Background: an optimization exercise with open tools, aiming at small area. Do not read the settings as production practice.
In this exercise RTL edits were held to simulation tests only and were not proved equivalent to the original.
Power and IR drop assume default switching activity.

v25:
==> flow/design.v <==
`default_nettype none
package brs_pkg;
   parameter int DATA_LEN     = 32;
   parameter int ADDR_LEN     = 32;
   parameter int RRF_SEL      = 6;
   parameter int SPECTAG_LEN  = 5;   
   parameter int ALU_OP_WIDTH = 4;
   parameter int OPCODE_LEN   = 7;
   parameter int PAYLOAD_W = ADDR_LEN + DATA_LEN + RRF_SEL + 1 + ALU_OP_WIDTH + SPECTAG_LEN
                             + OPCODE_LEN;
   parameter int RESULT_W  = DATA_LEN + RRF_SEL + 1;
   parameter int DEF_ENT_NUM    = 4;
   parameter int DEF_NUM_RESULT = 3;
   typedef struct packed {
      logic [ADDR_LEN-1:0]     pc;
      logic [DATA_LEN-1:0]     imm;
      logic [RRF_SEL-1:0]      rrftag;
      logic                    dstval;
      logic [ALU_OP_WIDTH-1:0] alu_op;
      logic [SPECTAG_LEN-1:0]  spectag;
      logic [OPCODE_LEN-1:0]   opcode;
   } rs_payload_t;
   typedef struct packed {
      rs_payload_t         payload;
      logic [DATA_LEN-1:0] src1;      
      logic [DATA_LEN-1:0] src2;
      logic                valid1;
      logic                valid2;
      logic                specbit;
   } rs_write_t;
   typedef struct packed {
      logic [DATA_LEN-1:0] data;
      logic [RRF_SEL-1:0]  dst;
      logic                kill_spec;
   } result_t;
endpackage
`default_nettype wire
`timescale 1ns/1ns
`default_nettype none
module brs_top (
   input  wire          clk,
   input  wire          reset,
   input  wire          we1,
   input  wire          we2,
   input  wire [1:0]    waddr1,
   input  wire [1:0]    waddr2,
   input  wire [153:0]  wdata1,
   input  wire [153:0]  wdata2,
   input  wire [116:0]  result,
   input  wire          clearbusy,
   input  wire [1:0]    issueaddr,
   input  wire          prmiss,
   input  wire          prsuccess,
   input  wire [4:0]    prtag,
   input  wire [4:0]    specfixtag,
   output wire [3:0]    busyvec,
   output wire [3:0]    prbusyvec_next,
   output wire [3:0]    ready,
   output wire [31:0]   ex_src1,
   output wire [31:0]   ex_src2,
   output wire [86:0]   payload,
   output wire          specbit
);
   wire [2:0]  live;
   wire [5:0]  dst  [3];
   wire [31:0] data [3];
   for (genvar b = 0; b < 3; b++) begin : g_bus
      assign live[b] = ~result[39*b];
      assign dst[b]  = result[39*b+1 +: 6];
      assign data[b] = result[39*b+7 +: 32];
   end
   reg  [3:0]  busy;
   reg  [3:0]  spec;
   reg  [3:0]  valid1, valid2;
   reg  [31:0] src1 [4];
   reg  [31:0] src2 [4];
   reg  [86:0] pl   [4];
   wire [3:0]  isel;               
   wire [3:0]  sel1, sel2, we;
   wire [2:0]  m1 [4];             
   wire [2:0]  m2 [4];
   wire [3:0]  survive, keep_spec;
   for (genvar e = 0; e < 4; e++) begin : g_ent
      assign isel[e] = issueaddr == 2'(e);
      assign sel1[e] = we1 & (waddr1 == 2'(e));
      assign sel2[e] = we2 & (waddr2 == 2'(e));
      assign we[e]   = sel1[e] | sel2[e];
      for (genvar b = 0; b < 3; b++) begin : g_m
         assign m1[e][b] = ~valid1[e] & live[b] & (src1[e][5:0] == dst[b]);
         assign m2[e][b] = ~valid2[e] & live[b] & (src2[e][5:0] == dst[b]);
      end
      wire        hold  = ~we[e];
      wire        any1  = |m1[e];
      wire        any2  = |m2[e];
      wire [2:0]  h1    = m1[e] & {3{hold}};
      wire [2:0]  h2    = m2[e] & {3{hold}};
      wire        keep1 = hold & ~any1;
      wire        keep2 = hold & ~any2;
      wire [31:0] src1_d, src2_d;
      wire [86:0] pl_d;
      for (genvar i = 0; i < 32; i++) begin : g_op
         brs_ao6 u_s1 (.a1(sel1[e]), .a2(wdata1[35+i]), .b1(sel2[e]), .b2(wdata2[35+i]),
                       .c1(h1[0]), .c2(data[0][i]), .d1(h1[1]), .d2(data[1][i]),
                       .e1(h1[2]), .e2(data[2][i]), .f1(keep1), .f2(src1[e][i]), .y(src1_d[i]));
         brs_ao6 u_s2 (.a1(sel1[e]), .a2(wdata1[3+i]), .b1(sel2[e]), .b2(wdata2[3+i]),
                       .c1(h2[0]), .c2(data[0][i]), .d1(h2[1]), .d2(data[1][i]),
                       .e1(h2[2]), .e2(data[2][i]), .f1(keep2), .f2(src2[e][i]), .y(src2_d[i]));
      end
      for (genvar i = 0; i < 87; i++) begin : g_pl
         brs_ao3 u_p (.a1(sel1[e]), .a2(wdata1[67+i]), .b1(sel2[e]), .b2(wdata2[67+i]),
                      .c1(hold), .c2(pl[e][i]), .y(pl_d[i]));
      end
      always_ff @(posedge clk) begin
         src1[e] <= src1_d;
         src2[e] <= src2_d;
         pl[e]   <= pl_d;
      end
      always_ff @(posedge clk) begin
         if (reset) begin
            valid1[e] <= 1'b0;
            valid2[e] <= 1'b0;
         end else begin
            valid1[e] <= (sel1[e] & wdata1[2]) | (sel2[e] & wdata2[2]) | (hold & (valid1[e] | any1));
            valid2[e] <= (sel1[e] & wdata1[1]) | (sel2[e] & wdata2[1]) | (hold & (valid2[e] | any2));
         end
      end
      assign survive[e]   = (pl[e][11:7] & specfixtag) == 5'd0;
      assign keep_spec[e] = pl[e][11:7] != prtag;
      assign ready[e]     = busy[e] & valid1[e] & valid2[e];
   end
   assign busyvec        = busy;
   assign prbusyvec_next = busy & survive;
   wire [3:0] spec_next = spec & keep_spec;
   assign specbit = |(isel & (prsuccess ? spec_next : spec));
   always_ff @(posedge clk) begin
      if (reset) begin
         busy <= 4'd0;
         spec <= 4'd0;
      end else if (prmiss) begin
         busy <= busy & survive;
         spec <= 4'd0;
      end else if (prsuccess) begin
         spec <= spec_next;
         busy <= busy & ~({4{clearbusy}} & isel);
      end else begin
         busy <= (busy | we) & ~({4{clearbusy}} & isel);
         spec <= (spec & ~we) | (sel1 & {4{wdata1[0]}}) | (sel2 & {4{wdata2[0]}});
      end
   end
   wire [2:0] f1, f2;
   wire [3:0] r1, r2;
   assign f1 = ({3{isel[0]}} & m1[0]) | ({3{isel[1]}} & m1[1]) | ({3{isel[2]}} & m1[2]) | ({3{isel[3]}} & m1[3]);
   assign f2 = ({3{isel[0]}} & m2[0]) | ({3{isel[1]}} & m2[1]) | ({3{isel[2]}} & m2[2]) | ({3{isel[3]}} & m2[3]);
   assign r1 = isel & {4{~|f1}};
   assign r2 = isel & {4{~|f2}};
   for (genvar i = 0; i < 32; i++) begin : g_ex
      brs_ao7 u_x1 (.a1(r1[0]), .a2(src1[0][i]), .b1(r1[1]), .b2(src1[1][i]),
                    .c1(r1[2]), .c2(src1[2][i]), .d1(r1[3]), .d2(src1[3][i]),
                    .e1(f1[0]), .e2(data[0][i]), .f1(f1[1]), .f2(data[1][i]),
                    .g1(f1[2]), .g2(data[2][i]), .y(ex_src1[i]));
      brs_ao7 u_x2 (.a1(r2[0]), .a2(src2[0][i]), .b1(r2[1]), .b2(src2[1][i]),
                    .c1(r2[2]), .c2(src2[2][i]), .d1(r2[3]), .d2(src2[3][i]),
                    .e1(f2[0]), .e2(data[0][i]), .f1(f2[1]), .f2(data[1][i]),
                    .g1(f2[2]), .g2(data[2][i]), .y(ex_src2[i]));
   end
   for (genvar i = 0; i < 87; i++) begin : g_rd
      brs_ao4 u_rd (.a1(isel[0]), .a2(pl[0][i]), .b1(isel[1]), .b2(pl[1][i]),
                    .c1(isel[2]), .c2(pl[2][i]), .d1(isel[3]), .d2(pl[3][i]), .y(payload[i]));
   end
endmodule
module brs_ao3 (input wire a1, a2, b1, b2, c1, c2, output wire y);
   assign y = (a1 & a2) | (b1 & b2) | (c1 & c2);
endmodule
module brs_ao4 (input wire a1, a2, b1, b2, c1, c2, d1, d2, output wire y);
   assign y = (a1 & a2) | (b1 & b2) | (c1 & c2) | (d1 & d2);
endmodule
module brs_ao6 (input wire a1, a2, b1, b2, c1, c2, d1, d2, e1, e2, f1, f2, output wire y);
   assign y = (a1 & a2) | (b1 & b2) | (c1 & c2) | (d1 & d2) | (e1 & e2) | (f1 & f2);
endmodule
module brs_ao7 (input wire a1, a2, b1, b2, c1, c2, d1, d2, e1, e2, f1, f2, g1, g2, output wire y);
   assign y = (a1 & a2) | (b1 & b2) | (c1 & c2) | (d1 & d2) | (e1 & e2) | (f1 & f2) | (g1 & g2);
endmodule
`default_nettype wire
clock: 5.0 ns
lec_check: 0
cap_margin: 0
core_margin: 2
core_utilization: 50
cts_buf_list: sky130_fd_sc_hd__clkbuf_16
cts_cluster_diameter: 100
cts_cluster_size: 25
place_density: 0.7
setup_slack_margin: 0.03
slew_margin: 0
standard.sh (not shown) runs the stock make flow with config.mk's settings and CLKGATE_MAP_FILE= SYNTH_SCRIPT=/design/flow/synth_recipe.tcl, a recipe that flattens the netlist after the stock synthesis.
==> flow/flow/run.sh <==
#!/bin/bash
# Standard ORFS layout through the standard.sh, with two changes:
#  - synthesis is synth_recipe.tcl unchanged except that Yosys's abc call uses an
#    area-oriented ABC script (flow/abc_area.script); registers are mapped before abc,
#    so they are exactly those of the standard synthesis;
#    the brs_ao* bit cells keep their hierarchy through abc, so each is mapped on its own,
#    and are flattened afterwards as synth_recipe.tcl does;
#    abc also leaves out a222oi_1, whose pins the detailed router struggles to reach;
#  - port buffers use the smallest buffer cell.
# Each tool's output goes to logs under orfs/logs; make's output to standard_flow.log.
set -euo pipefail
W=$(pwd)
export MY_ABC_SCRIPT="$W/flow/abc_area.script"
{
  head -n 1 synth_recipe.tcl
  cat <<'EOT'
proc abc {args} {
  set i [lsearch -exact $args -script]
  if {$i >= 0} { lset args [expr {$i + 1}] $::env(MY_ABC_SCRIPT) }
  yosys abc {*}$args -dont_use sky130_fd_sc_hd__a222oi_1
}
EOT
  tail -n +2 synth_recipe.tcl
} > "$W/area_synth.tcl"
bash standard.sh \
  "SYNTH_SCRIPT=$W/area_synth.tcl" \
  "SYNTH_KEEP_MODULES=brs_ao3 brs_ao4 brs_ao6 brs_ao7" \
  "BUFFER_PORTS_ARGS=-buffer_cell sky130_fd_sc_hd__buf_1" \
  finish > standard_flow.log 2>&1
==> flow/flow/abc_area.script <==
strash
&get -n
&st
&dch
&nf -R 1000
&st
&dch
&nf -R 1000
&put
Inputs modified between v25 and v14:
Settings: SETUP_SLACK_MARGIN now 0.015, was 0.03.
Every stage of the flow completed for v14, and the final layout passed the timing, design-rule and antenna checks.
v25 completed every stage of the flow, and the final layout passed the timing, design-rule and antenna checks.
A cell at the slowest stage of the critical path of sky130_fd_sc_hd__or4b_1 is what v25 shows, while sky130_fd_sc_hd__dfxtp_1 belongs to v14.
Final critical-path share of the clock period ended up 0.49 points higher on v14 than on v25.
v14: total half-perimeter wirelength after legalization and detailed placement is 1.6% lower than what v25 reported.
On wire length, v25 tracks v14 almost exactly.
Re critical path depth: v25 was higher than v14.
v14 ends up with a number of detailed-route iterations in the first pass that is 1 higher than in v25.
Going from v25 to v14, the time the final worst path needs with I/O delays and setup was found to have gone up by 0.024 ns.
Number of filler instances in the final layout (higher): v25
Against v25, clock group total power in v14 fell slightly.
Final cell count: v25 vs v14, no meaningful difference

re-timing with driven ports:
The flow's constraints put no driver on any port. The routed layouts listed below were extracted and timed again, unchanged, in two steps. Step 1 sets driving cells, clkbuf_16 on the clock port and buf_2 on the other inputs (assumed; they add their load-dependent delay and slew). Step 2, shift: input delay + t, output delay - t, t = (earliest + latest rising clock arrival at the registers) / 2. This alone moves slack from input paths to output paths. Three values: ideal ports, drivers, drivers and shift; two values: the first two.
run	t (ns)	setup slack, ns	worst register clock-pin slew, ns	worst data-port slew with drivers (ns)
v25	0.719	0.162 / 0.111 / 0.129	0.11 / 0.11	0.16
v14	0.721	0.138 / 0.070 / 0.127	0.11 / 0.11	0.17
After both steps every run listed still meets setup and hold. The setup slack of v25, which loses most, moves by -0.051 ns with the drivers and by -0.033 ns with both steps.
